Background: an optimization exercise with open tools, aiming at small area and a short achievable clock period. Do not read the settings as production practice. RTL that was checked went through simulation tests only; none was proved equivalent to the original. No activity file was given, so power comes from the tool's default toggle rates.

==> inputs of 05-08 <==
==> flow/design.v <==
module pulse_sched_gen #(
  parameter int TW        = 32,
  parameter int QW        = 16,
  parameter int NTEMP     = 3,
  parameter int PULSE_LEN = 4,
  parameter int TNC_GAP   = 8
)(
  input  logic                  clk,
  input  logic                  rst,
  input  logic                  tick_1us,
  input  logic                  sync_in,
  input  logic                  load,
  input  logic                  en_cal,
  input  logic                  en_noise,
  input  logic [3:0]            n_temp,
  input  logic [15:0]           cal_dly,
  input  logic [TW-1:0]         dt_cal,
  input  logic [TW-1:0]         dt_noise,
  input  logic [NTEMP*TW-1:0]   p_ni,
  input  logic [NTEMP*TW-1:0]   p_ii,
  input  logic [NTEMP*TW-1:0]   p_np,
  input  logic [NTEMP*TW-1:0]   p_ip,
  input  logic [NTEMP*QW-1:0]   qit,
  output logic                  tni,
  output logic                  tki,
  output logic                  tnp,
  output logic                  tkp,
  output logic                  tobm,
  output logic                  tnc,
  output logic                  i_izl,
  output logic                  i_get,
  output logic                  error,
  output logic                  busy,
  output logic [3:0]            cur_train,
  output logic [TW-1:0]         time_now
);
  localparam int CW = $clog2(PULSE_LEN);
  localparam int NP = NTEMP + 2;           
  logic [2:0] s_tk, s_sy, s_ld;
  logic tk_r, sy_r, ld_r, tkv;
  logic ld_s;                                 
  logic st_start, st_arm, st_run, st_endw;    
  logic [NP-1:0] en_v;                        
  logic [15:0] sh_cal_dly;
  logic [TW-1:0] sh_dt_cal, sh_dt_noise;
  logic [NTEMP*TW-1:0] sh_ni, sh_ii, sh_np, sh_ip;
  logic [NTEMP*QW-1:0] sh_qit;
  logic [NP:0] ps, ps_first, ps_next, ps_arm;  
  logic [QW-1:0] rep1, q_cur;                 
  logic done;                                 
  logic [1:0] ct;                             
  logic [3:0][TW-1:0] ofs;                    
  logic [TW-1:0] el;                          
  logic [TW-1:0] pa, pb, pc, pd;
  localparam int HW = TW / 2;
  logic [TW-1:0] s2, c2, s3, c3;              
  logic [HW:0] l1, l2, l3;                    
  logic [HW-1:0] a_h, b_h, c_h, d_h, x2, y2, x3, y3;  
  logic [HW-1:0] h1, h2, h3;                  
  logic k2, k3;                               
  logic [3:1] co;                             
  logic [3:1] hz, hz_n;                       
  logic arm_d;                                
  logic [4:0] act, pend, fire;
  logic [4:0][CW-1:0] cnt;
  logic [3:0] m;
  assign tk_r = s_tk[1] & ~s_tk[2];
  assign sy_r = s_sy[1] & ~s_sy[2];
  assign ld_r = s_ld[1] & ~s_ld[2];
  assign tkv  = tk_r & ~sy_r;
  always_comb begin
    ps_first = '0;
    ps_first[NP] = 1'b1;
    for (int p = NP - 1; p >= 0; p--)
      if (en_v[p]) begin
        ps_first = '0;
        ps_first[p] = 1'b1;
      end
  end
  always_comb begin
    logic seen;
    ps_next = '0;
    seen = 1'b0;
    for (int p = 0; p < NP; p++) begin
      if (seen && en_v[p] && ps_next == '0) ps_next[p] = 1'b1;
      if (ps[p]) seen = 1'b1;
    end
    if (ps_next == '0) ps_next[NP] = 1'b1;
  end
  always_comb begin
    logic [QW-1:0] q;
    q = (ps[0] | ps[1]) ? QW'(1) : '0;
    for (int k = 0; k < NTEMP; k++)
      q = q | ({QW{ps[k+2] & ld_s}} & qit[k*QW +: QW]) | ({QW{ps[k+2] & ~ld_s}} & sh_qit[k*QW +: QW]);
    q_cur = q;
  end
  assign ps_arm = st_start ? ps_first : done ? ps_next : ps;
  always_comb begin
    logic [TW-1:0] a, b, c, d;
    logic [NP-1:0] si, ss;
    si = ps_arm[NP-1:0] & {NP{ld_s}};
    ss = ps_arm[NP-1:0] & {NP{~ld_s}};
    a = ps_arm[NP] ? TW'(TNC_GAP) : '0;
    b = '0;
    c = ({TW{si[0] | si[1]}} & TW'(cal_dly)) | ({TW{ss[0] | ss[1]}} & TW'(sh_cal_dly));
    d = ({TW{si[0]}} & dt_cal) | ({TW{ss[0]}} & sh_dt_cal) |
        ({TW{si[1]}} & dt_noise) | ({TW{ss[1]}} & sh_dt_noise);
    for (int k = 0; k < NTEMP; k++) begin
      a = a | ({TW{si[k+2]}} & p_ni[k*TW +: TW]) | ({TW{ss[k+2]}} & sh_ni[k*TW +: TW]);
      b = b | ({TW{si[k+2]}} & p_ii[k*TW +: TW]) | ({TW{ss[k+2]}} & sh_ii[k*TW +: TW]);
      c = c | ({TW{si[k+2]}} & p_np[k*TW +: TW]) | ({TW{ss[k+2]}} & sh_np[k*TW +: TW]);
      d = d | ({TW{si[k+2]}} & p_ip[k*TW +: TW]) | ({TW{ss[k+2]}} & sh_ip[k*TW +: TW]);
    end
    pa = a;
    pb = b;
    pc = c;
    pd = d;
  end
  assign s2 = ofs[0] ^ ofs[1] ^ ofs[2];
  assign c2 = {(ofs[0][TW-2:0] & ofs[1][TW-2:0]) | (ofs[0][TW-2:0] & ofs[2][TW-2:0]) |
               (ofs[1][TW-2:0] & ofs[2][TW-2:0]), 1'b0};
  assign s3 = s2 ^ c2 ^ ofs[3];
  assign c3 = {(s2[TW-2:0] & c2[TW-2:0]) | (s2[TW-2:0] & ofs[3][TW-2:0]) |
               (c2[TW-2:0] & ofs[3][TW-2:0]), 1'b0};
  assign l1 = {1'b0, ofs[0][HW-1:0]} + {1'b0, ofs[1][HW-1:0]};
  assign l2 = {1'b0, s2[HW-1:0]} + {1'b0, c2[HW-1:0]};
  assign l3 = {1'b0, s3[HW-1:0]} + {1'b0, c3[HW-1:0]};
  assign a_h = ofs[0][TW-1:HW];
  assign b_h = ofs[1][TW-1:HW];
  assign c_h = ofs[2][TW-1:HW];
  assign d_h = ofs[3][TW-1:HW];
  always_comb begin
    logic [HW-1:0] s, c;
    s = a_h ^ b_h ^ c_h;
    c = {(a_h[HW-2:0] & b_h[HW-2:0]) | (a_h[HW-2:0] & c_h[HW-2:0]) | (b_h[HW-2:0] & c_h[HW-2:0]),
         arm_d ? k2 : c2[HW]};
    x2 = s;
    y2 = c;
    x3 = s ^ c ^ d_h;
    y3 = {(s[HW-2:0] & c[HW-2:0]) | (s[HW-2:0] & d_h[HW-2:0]) | (c[HW-2:0] & d_h[HW-2:0]),
          arm_d ? k3 : c3[HW]};
  end
  function automatic logic [HW-1:0] addc(input logic [HW-1:0] x, input logic [HW-1:0] y,
                                         input logic ci);
    logic [HW:0] t;
    t = {x, ci} + {y, ci};
    addc = t[HW:1];
  endfunction
  assign h1 = addc(a_h, b_h, co[1]);
  assign h2 = addc(x2, y2, co[2]);
  assign h3 = addc(x3, y3, co[3]);
  function automatic logic zc(input logic [HW-1:0] x, input logic [HW-1:0] y, input logic ci);
    logic r;
    r = (x[0] ^ y[0]) == ci;
    for (int i = 1; i < HW; i++) r = r & ((x[i] ^ y[i]) == (x[i-1] | y[i-1]));
    zc = r;
  endfunction
  assign hz_n[1] = zc(a_h, b_h, l1[HW]);
  assign hz_n[2] = zc(x2, y2, l2[HW]);
  assign hz_n[3] = zc(x3, y3, l3[HW]);
  assign m[0] = el == ofs[0];
  for (genvar i = 1; i < 4; i++) begin : g_m
    assign m[i] = (el[HW-1:0] == ofs[i][HW-1:0]) &&
                  (arm_d ? hz[i] : (el[TW-1:HW] == ofs[i][TW-1:HW]));
  end
  assign fire[0] = tkv & pend[0] & m[0];
  assign fire[1] = tkv & pend[1] & m[1];
  assign fire[2] = tkv & pend[2] & m[2];
  assign fire[3] = tkv & pend[3] & m[3];
  assign fire[4] = tkv & pend[4] & m[0];
  always_ff @(posedge clk or posedge rst)
    if (rst) begin
      s_tk <= '0;
      s_sy <= '0;
      s_ld <= '0;
      en_v <= '0;
      ld_s <= 1'b0;
      done <= 1'b0;
      arm_d <= 1'b0;
    end else begin
      s_tk <= {s_tk[1:0], tick_1us};
      s_sy <= {s_sy[1:0], sync_in};
      s_ld <= {s_ld[1:0], load};
      ld_s <= s_ld[0] & ~s_ld[1];
      if (ld_r) begin
        en_v[0] <= en_cal;
        en_v[1] <= en_noise;
        for (int k = 0; k < NTEMP; k++) en_v[k+2] <= (n_temp > 4'(k)) && (qit[k*QW +: QW] != '0);
      end
      done <= rep1 >= q_cur;
      arm_d <= st_arm & ~sy_r;
    end
  always_ff @(posedge clk)
    if (ld_r) begin
      sh_cal_dly <= cal_dly;
      sh_dt_cal <= dt_cal;
      sh_dt_noise <= dt_noise;
      sh_ni <= p_ni;
      sh_ii <= p_ii;
      sh_np <= p_np;
      sh_ip <= p_ip;
      sh_qit <= qit;
    end
  always_ff @(posedge clk) begin
    if (!sy_r) begin
      if (st_start || (st_run && fire[3])) begin
        ofs <= {pd, pc, pb, pa};
        ps <= ps_arm;
      end
      if (st_arm) begin
        ofs[1][HW-1:0] <= l1[HW-1:0];
        ofs[2][HW-1:0] <= l2[HW-1:0];
        ofs[3][HW-1:0] <= l3[HW-1:0];
        co <= {l3[HW], l2[HW], l1[HW]};
        k2 <= c2[HW];
        k3 <= c3[HW];
        hz <= hz_n;
      end
      if (arm_d && !(st_start || (st_run && fire[3]))) begin
        ofs[1][TW-1:HW] <= h1;
        ofs[2][TW-1:HW] <= h2;
        ofs[3][TW-1:HW] <= h3;
      end
      if (st_start) begin
        rep1 <= QW'(1);
        el <= tk_r ? TW'(2) : TW'(1);
      end else if (st_run && fire[3]) begin
        rep1 <= done ? QW'(1) : rep1 + QW'(1);
        el <= TW'(1);
      end else if (tk_r) el <= el + TW'(1);
    end
    for (int i = 0; i < 5; i++)
      if (fire[i]) cnt[i] <= CW'(PULSE_LEN - 1);
      else if (tk_r && act[i]) cnt[i] <= cnt[i] - CW'(1);
  end
  always_ff @(posedge clk or posedge rst)
    if (rst) begin
      st_start <= 1'b0;
      st_arm <= 1'b0;
      st_run <= 1'b0;
      st_endw <= 1'b0;
      busy <= 1'b0;
      ct <= '0;
      time_now <= '0;
      act <= '0;
      pend <= '0;
      i_izl <= 1'b0;
      i_get <= 1'b0;
      error <= 1'b0;
    end else begin
      error <= ((fire[0] && i_get) || (fire[2] && i_izl)) ? 1'b1 : ld_r ? 1'b0 : error;
      if (sy_r) begin
        time_now <= '0;
        st_start <= 1'b1;
        st_arm <= 1'b0;
        st_run <= 1'b0;
        st_endw <= 1'b0;
        busy <= 1'b1;
        ct <= '0;
        pend <= '0;
        act <= '0;
        i_izl <= 1'b0;
        i_get <= 1'b0;
      end else begin
        if (tk_r) time_now <= time_now + TW'(1);
        for (int i = 0; i < 5; i++)
          if (fire[i]) act[i] <= 1'b1;
          else if (tk_r && cnt[i] == '0) act[i] <= 1'b0;
        i_izl <= fire[1] ? 1'b0 : fire[0] ? 1'b1 : i_izl;
        i_get <= fire[3] ? 1'b0 : fire[2] ? 1'b1 : i_get;
        pend <= pend & ~fire;
        st_start <= st_endw & fire[4];
        st_arm <= st_start | (st_run & fire[3]);
        st_run <= (st_arm & ~ps[NP]) | (st_run & ~fire[3]);
        st_endw <= (st_arm & ps[NP]) | (st_endw & ~fire[4]);
        if (st_arm) pend <= ps[NP] ? 5'b10000 : (ps[0] | ps[1]) ? 5'b01100 : 5'b01111;
        if (st_start || (st_run && fire[3]))
          ct <= {ps_arm[4], ps_arm[3]} & {2{st_start | st_run}};
        else
          ct <= {ps[4], ps[3]} & {2{(st_arm & ~ps[NP]) | st_run}};
      end
    end
  assign tni = act[0];
  assign tki = act[1];
  assign tnp = act[2];
  assign tkp = act[3];
  assign tobm = act[3];
  assign tnc = act[4];
  assign cur_train = {2'b00, ct};
endmodule
==> flow/flow/run.sh <==
#!/bin/bash
# The standard layout (standard.sh, with its standard synthesis), with extra ORFS settings:
# plain buf_1 cells as the port buffers, and a setup margin that makes timing repair aim for
# more slack than the clock period needs. The clock period and constraints are unchanged.
set -euo pipefail
bash standard.sh finish SETUP_SLACK_MARGIN=7.5 CTS_CLUSTER_SIZE=24 CTS_CLUSTER_DIAMETER=100 CORE_UTILIZATION=50 "BUFFER_PORTS_ARGS=-buffer_cell sky130_fd_sc_hd__buf_1" > standard.log 2>&1
==> flow/standard.sh <==
#!/bin/bash
# synth_recipe.tcl (not shown) runs the flow's synth.tcl, then flattens the netlist and writes it again
# the make line also repeats each setting of config.mk as NAME=value (left out here)
make -C /OpenROAD-flow-scripts/flow DESIGN_CONFIG=/design/flow/config.mk WORK_HOME=/design/flow/orfs CLKGATE_MAP_FILE= SYNTH_SCRIPT=/design/flow/synth_recipe.tcl "${@:-finish}"
==> flow/config.mk <==
export PLATFORM = sky130hd
export DESIGN_NAME = pulse_sched_gen
export DESIGN_NICKNAME = pulse_sched_gen
export VERILOG_FILES = /design/flow/design.v
export SDC_FILE = /design/flow/constraint.sdc
export NUM_CORES = 4
export LEC_CHECK = 0
export CAP_MARGIN = 20
export CORE_MARGIN = 2
export CORE_UTILIZATION = 40
export SLEW_MARGIN = 20
==> flow/constraint.sdc <==
create_clock -name core_clock -period 11.0 [get_ports {clk}]
set_input_delay 2.2000 -clock core_clock [delete_from_list [all_inputs] [get_ports {clk}]]
set_output_delay 2.2000 -clock core_clock [all_outputs]
set_load 0.01 [all_outputs]
==> 08-05 (differences from 05-08) <==
==> flow/design.v, changed modules only <==
module pulse_sched_gen #(
  parameter int TW        = 32,
  parameter int QW        = 16,
  parameter int NTEMP     = 3,
  parameter int PULSE_LEN = 4,
  parameter int TNC_GAP   = 8
)(
  input  logic                  clk,
  input  logic                  rst,
  input  logic                  tick_1us,
  input  logic                  sync_in,
  input  logic                  load,
  input  logic                  en_cal,
  input  logic                  en_noise,
  input  logic [3:0]            n_temp,
  input  logic [15:0]           cal_dly,
  input  logic [TW-1:0]         dt_cal,
  input  logic [TW-1:0]         dt_noise,
  input  logic [NTEMP*TW-1:0]   p_ni,
  input  logic [NTEMP*TW-1:0]   p_ii,
  input  logic [NTEMP*TW-1:0]   p_np,
  input  logic [NTEMP*TW-1:0]   p_ip,
  input  logic [NTEMP*QW-1:0]   qit,
  output logic                  tni,
  output logic                  tki,
  output logic                  tnp,
  output logic                  tkp,
  output logic                  tobm,
  output logic                  tnc,
  output logic                  i_izl,
  output logic                  i_get,
  output logic                  error,
  output logic                  busy,
  output logic [3:0]            cur_train,
  output logic [TW-1:0]         time_now
);
  localparam int CW = $clog2(PULSE_LEN);
  localparam int NP = NTEMP + 2;           
  logic [2:0] s_tk, s_sy, s_ld;
  logic tk_r, sy_r, ld_r, tkv;
  logic st_start, st_arm, st_run, st_endw;    
  logic [NP-1:0] en_v;                        
  logic [15:0] sh_cal_dly;
  logic [TW-1:0] sh_dt_cal, sh_dt_noise;
  logic [NTEMP*TW-1:0] sh_ni, sh_ii, sh_np, sh_ip;
  logic [NTEMP*QW-1:0] sh_qit;
  logic [NP:0] ps, ps_first, ps_next, ps_arm;  
  logic [QW-1:0] rep1, q_cur;                 
  logic done;                                 
  logic [1:0] ct;                             
  logic [3:0][TW-1:0] ofs;                    
  logic [TW-1:0] el;                          
  logic [TW-1:0] pa, pb, pc, pd;
  localparam int HW = TW / 2;
  logic [HW-1:0] a_l, b_l, c_l, d_l, a_h, b_h, c_h, d_h;
  logic [HW+1:0] l1, l2, l3;                  
  logic [HW-1:0] x2, y2, x3, y3;              
  logic [HW-1:0] h1, h2, h3;                  
  logic [1:0] co1, co2, co3;                  
  logic [3:1] hz, hz_n;                       
  logic arm_d;                                
  logic [4:0] act, pend, fire;
  logic [4:0][CW-1:0] cnt;
  logic [3:0] m;
  assign tk_r = s_tk[1] & ~s_tk[2];
  assign sy_r = s_sy[1] & ~s_sy[2];
  assign ld_r = s_ld[1] & ~s_ld[2];
  assign tkv  = tk_r & ~sy_r;
  always_comb begin
    ps_first = '0;
    ps_first[NP] = 1'b1;
    for (int p = NP - 1; p >= 0; p--)
      if (en_v[p]) begin
        ps_first = '0;
        ps_first[p] = 1'b1;
      end
  end
  always_comb begin
    logic seen;
    ps_next = '0;
    seen = 1'b0;
    for (int p = 0; p < NP; p++) begin
      if (seen && en_v[p] && ps_next == '0) ps_next[p] = 1'b1;
      if (ps[p]) seen = 1'b1;
    end
    if (ps_next == '0) ps_next[NP] = 1'b1;
  end
  always_comb begin
    logic [QW-1:0] q;
    q = (ps[0] | ps[1]) ? QW'(1) : '0;
    for (int k = 0; k < NTEMP; k++)
      q = q | ({QW{ps[k+2] & ld_r}} & qit[k*QW +: QW]) | ({QW{ps[k+2] & ~ld_r}} & sh_qit[k*QW +: QW]);
    q_cur = q;
  end
  assign ps_arm = st_start ? ps_first : done ? ps_next : ps;
  always_comb begin
    logic [TW-1:0] a, b, c, d;
    logic [NP-1:0] si, ss;
    si = ps_arm[NP-1:0] & {NP{ld_r}};
    ss = ps_arm[NP-1:0] & {NP{~ld_r}};
    a = ps_arm[NP] ? TW'(TNC_GAP) : '0;
    b = '0;
    c = ({TW{si[0] | si[1]}} & TW'(cal_dly)) | ({TW{ss[0] | ss[1]}} & TW'(sh_cal_dly));
    d = ({TW{si[0]}} & dt_cal) | ({TW{ss[0]}} & sh_dt_cal) |
        ({TW{si[1]}} & dt_noise) | ({TW{ss[1]}} & sh_dt_noise);
    for (int k = 0; k < NTEMP; k++) begin
      a = a | ({TW{si[k+2]}} & p_ni[k*TW +: TW]) | ({TW{ss[k+2]}} & sh_ni[k*TW +: TW]);
      b = b | ({TW{si[k+2]}} & p_ii[k*TW +: TW]) | ({TW{ss[k+2]}} & sh_ii[k*TW +: TW]);
      c = c | ({TW{si[k+2]}} & p_np[k*TW +: TW]) | ({TW{ss[k+2]}} & sh_np[k*TW +: TW]);
      d = d | ({TW{si[k+2]}} & p_ip[k*TW +: TW]) | ({TW{ss[k+2]}} & sh_ip[k*TW +: TW]);
    end
    pa = a;
    pb = b;
    pc = c;
    pd = d;
  end
  assign {a_h, a_l} = ofs[0];
  assign {b_h, b_l} = ofs[1];
  assign {c_h, c_l} = ofs[2];
  assign {d_h, d_l} = ofs[3];
  always_comb begin
    logic [HW+1:0] ea, eb, ec, ed, s, c, t, u;
    ea = (HW+2)'(a_l);
    eb = (HW+2)'(b_l);
    ec = (HW+2)'(c_l);
    ed = (HW+2)'(d_l);
    l1 = ea + eb;
    s = ea ^ eb ^ ec;
    c = {(ea[HW:0] & eb[HW:0]) | (ea[HW:0] & ec[HW:0]) | (eb[HW:0] & ec[HW:0]), 1'b0};
    l2 = s + c;
    t = s ^ c ^ ed;
    u = {(s[HW:0] & c[HW:0]) | (s[HW:0] & ed[HW:0]) | (c[HW:0] & ed[HW:0]), 1'b0};
    l3 = t + u;
  end
  always_comb begin
    logic [HW-1:0] s, c;
    s = a_h ^ b_h ^ c_h;
    c = {(a_h[HW-2:0] & b_h[HW-2:0]) | (a_h[HW-2:0] & c_h[HW-2:0]) | (b_h[HW-2:0] & c_h[HW-2:0]), 1'b0};
    x2 = s;
    y2 = c;
    x3 = s ^ c ^ d_h;
    y3 = {(s[HW-2:0] & c[HW-2:0]) | (s[HW-2:0] & d_h[HW-2:0]) | (c[HW-2:0] & d_h[HW-2:0]), 1'b0};
  end
  assign h1 = a_h + b_h + HW'(co1);
  assign h2 = x2 + y2 + HW'(co2);
  assign h3 = x3 + y3 + HW'(co3);
  function automatic logic zc1(input logic [HW-1:0] x, input logic [HW-1:0] y, input logic ci);
    logic r;
    r = (x[0] ^ y[0]) == ci;
    for (int i = 1; i < HW; i++) r = r & ((x[i] ^ y[i]) == (x[i-1] | y[i-1]));
    zc1 = r;
  endfunction
  function automatic logic zc3(input logic [HW-1:0] x, input logic [HW-1:0] y, input logic [1:0] ci);
    logic za, zb;
    za = (x[1] ^ y[1]) == x[0];
    zb = (x[1] ^ y[1]) != x[0];
    for (int i = 2; i < HW; i++) begin
      za = za & ((x[i] ^ y[i]) == (x[i-1] | y[i-1]));
      zb = zb & ((x[i] ^ y[i]) != (x[i-1] & y[i-1]));
    end
    zc3 = (x[0] == ci[0]) & (ci[1] ? zb : za);
  endfunction
  assign hz_n[1] = zc1(a_h, b_h, l1[HW]);
  assign hz_n[2] = zc3(x2, y2, l2[HW+1:HW]);
  assign hz_n[3] = zc3(x3, y3, l3[HW+1:HW]);
  assign m[0] = el == ofs[0];
  for (genvar i = 1; i < 4; i++) begin : g_m
    assign m[i] = (el[HW-1:0] == ofs[i][HW-1:0]) &&
                  (arm_d ? hz[i] : (el[TW-1:HW] == ofs[i][TW-1:HW]));
  end
  assign fire[0] = tkv & pend[0] & m[0];
  assign fire[1] = tkv & pend[1] & m[1];
  assign fire[2] = tkv & pend[2] & m[2];
  assign fire[3] = tkv & pend[3] & m[3];
  assign fire[4] = tkv & pend[4] & m[0];
  always_ff @(posedge clk or posedge rst)
    if (rst) begin
      s_tk <= '0;
      s_sy <= '0;
      s_ld <= '0;
      en_v <= '0;
      done <= 1'b0;
      arm_d <= 1'b0;
    end else begin
      s_tk <= {s_tk[1:0], tick_1us};
      s_sy <= {s_sy[1:0], sync_in};
      s_ld <= {s_ld[1:0], load};
      if (ld_r) begin
        en_v[0] <= en_cal;
        en_v[1] <= en_noise;
        for (int k = 0; k < NTEMP; k++) en_v[k+2] <= (n_temp > 4'(k)) && (qit[k*QW +: QW] != '0);
      end
      done <= rep1 >= q_cur;
      arm_d <= st_arm & ~sy_r;
    end
  always_ff @(posedge clk)
    if (ld_r) begin
      sh_cal_dly <= cal_dly;
      sh_dt_cal <= dt_cal;
      sh_dt_noise <= dt_noise;
      sh_ni <= p_ni;
      sh_ii <= p_ii;
      sh_np <= p_np;
      sh_ip <= p_ip;
      sh_qit <= qit;
    end
  always_ff @(posedge clk) begin
    if (!sy_r) begin
      if (st_start || (st_run && fire[3])) begin
        ofs <= {pd, pc, pb, pa};
        ps <= ps_arm;
      end
      if (st_arm) begin
        ofs[1][HW-1:0] <= l1[HW-1:0];
        ofs[2][HW-1:0] <= l2[HW-1:0];
        ofs[3][HW-1:0] <= l3[HW-1:0];
        co1 <= {1'b0, l1[HW]};
        co2 <= l2[HW+1:HW];
        co3 <= l3[HW+1:HW];
        hz <= hz_n;
      end
      if (arm_d && !(st_start || (st_run && fire[3]))) begin
        ofs[1][TW-1:HW] <= h1;
        ofs[2][TW-1:HW] <= h2;
        ofs[3][TW-1:HW] <= h3;
      end
      if (st_start) begin
        rep1 <= QW'(1);
        el <= tk_r ? TW'(2) : TW'(1);
      end else if (st_run && fire[3]) begin
        rep1 <= done ? QW'(1) : rep1 + QW'(1);
        el <= TW'(1);
      end else if (tk_r) el <= el + TW'(1);
    end
    for (int i = 0; i < 5; i++)
      if (fire[i]) cnt[i] <= CW'(PULSE_LEN - 1);
      else if (tk_r && act[i]) cnt[i] <= cnt[i] - CW'(1);
  end
  always_ff @(posedge clk or posedge rst)
    if (rst) begin
      st_start <= 1'b0;
      st_arm <= 1'b0;
      st_run <= 1'b0;
      st_endw <= 1'b0;
      busy <= 1'b0;
      ct <= '0;
      time_now <= '0;
      act <= '0;
      pend <= '0;
      i_izl <= 1'b0;
      i_get <= 1'b0;
      error <= 1'b0;
    end else begin
      error <= ((fire[0] && i_get) || (fire[2] && i_izl)) ? 1'b1 : ld_r ? 1'b0 : error;
      if (sy_r) begin
        time_now <= '0;
        st_start <= 1'b1;
        st_arm <= 1'b0;
        st_run <= 1'b0;
        st_endw <= 1'b0;
        busy <= 1'b1;
        ct <= '0;
        pend <= '0;
        act <= '0;
        i_izl <= 1'b0;
        i_get <= 1'b0;
      end else begin
        if (tk_r) time_now <= time_now + TW'(1);
        for (int i = 0; i < 5; i++)
          if (fire[i]) act[i] <= 1'b1;
          else if (tk_r && cnt[i] == '0) act[i] <= 1'b0;
        i_izl <= fire[1] ? 1'b0 : fire[0] ? 1'b1 : i_izl;
        i_get <= fire[3] ? 1'b0 : fire[2] ? 1'b1 : i_get;
        pend <= pend & ~fire;
        st_start <= st_endw & fire[4];
        st_arm <= st_start | (st_run & fire[3]);
        st_run <= (st_arm & ~ps[NP]) | (st_run & ~fire[3]);
        st_endw <= (st_arm & ps[NP]) | (st_endw & ~fire[4]);
        if (st_arm) pend <= ps[NP] ? 5'b10000 : (ps[0] | ps[1]) ? 5'b01100 : 5'b01111;
        if (st_start || (st_run && fire[3]))
          ct <= {ps_arm[4], ps_arm[3]} & {2{st_start | st_run}};
        else
          ct <= {ps[4], ps[3]} & {2{(st_arm & ~ps[NP]) | st_run}};
      end
    end
  assign tni = act[0];
  assign tki = act[1];
  assign tnp = act[2];
  assign tkp = act[3];
  assign tobm = act[3];
  assign tnc = act[4];
  assign cur_train = {2'b00, ct};
endmodule
==> flow/flow/run.sh (replaced) <==
#!/bin/bash
# The standard layout (standard.sh, with its standard synthesis), with extra ORFS settings:
# plain buf_1 cells as the port buffers, and a setup margin that makes timing repair aim for
# more slack than the clock period needs. The clock period and constraints are unchanged.
set -euo pipefail
bash standard.sh finish SETUP_SLACK_MARGIN=7.5 CTS_CLUSTER_SIZE=24 CTS_CLUSTER_DIAMETER=100 CORE_UTILIZATION=55 "BUFFER_PORTS_ARGS=-buffer_cell sky130_fd_sc_hd__buf_1" > standard.log 2>&1
==> 01-15 (differences from 05-08) <==
==> flow/flow/run.sh (replaced) <==
#!/bin/bash
# The standard layout (standard.sh, with its standard synthesis), with extra ORFS settings:
# plain buf_1 cells as the port buffers, and a setup margin that makes timing repair aim for
# more slack than the clock period needs. The clock period and constraints are unchanged.
set -euo pipefail
bash standard.sh finish SETUP_SLACK_MARGIN=7.6 TNS_END_PERCENT=5 CTS_CLUSTER_SIZE=24 CTS_CLUSTER_DIAMETER=100 CORE_UTILIZATION=55 "BUFFER_PORTS_ARGS=-buffer_cell sky130_fd_sc_hd__buf_1" > standard.log 2>&1
==> run summary <==
05-08 completed without violations. 08-05 completed without violations. 01-15 passed the timing, design-rule and antenna checks.
Register-to-register slack, highest first: 05-08, 01-15, 08-05.
Combinational power: 08-05 > 05-08 > 01-15.
Of 05-08 and 01-15, 05-08 has the higher setup slack (gap 0.20 ns).
Of 08-05 and 05-08, 05-08 has the higher fmax (gap 12%, measured against 05-08).
Sequential share of layout area, highest first: 01-15, 05-08, 08-05.
The highest hold slack belongs to 08-05, the lowest to 05-08.
No functional check of the RTL was part of 08-05.

==> static timing again, ports no longer ideal <==
The flow's constraints put no driver on any port. The routed layouts listed below were extracted and timed again, unchanged, in two steps.
Step 1: set_driving_cell puts a clkbuf_16 on clk and a buf_2 on each other input, an assumption about the parent block.
Step 2, shift: input delay + t, output delay - t, t = (earliest + latest rising clock arrival at the registers) / 2. This alone moves slack from input paths to output paths.
a / b / c = no drivers / after step 1 / after step 2; a / b = the first two.
| run | t, ns | slack for setup (ns) | hold slack, ns | worst setup path at the end | worst slew at a driven data input, ns |
|---|---|---|---|---|---|
| 05-08 | 0.698 | 7.297 / 7.297 / 6.690 | 0.358 / 0.358 / 0.358 | input to register | 0.23 |
| 08-05 | 0.671 | 6.791 / 6.791 / 6.668 | 0.378 / 0.378 / 0.378 | input to register | 0.14 |
| 01-15 | 0.690 | 7.093 / 7.093 / 6.595 | 0.369 / 0.369 / 0.369 | input to register | 0.27 |
After both steps setup and hold are still met in every run listed. For 05-08, which loses most, drivers alone change the setup slack by 0.000 ns; drivers and shift together by -0.607 ns.
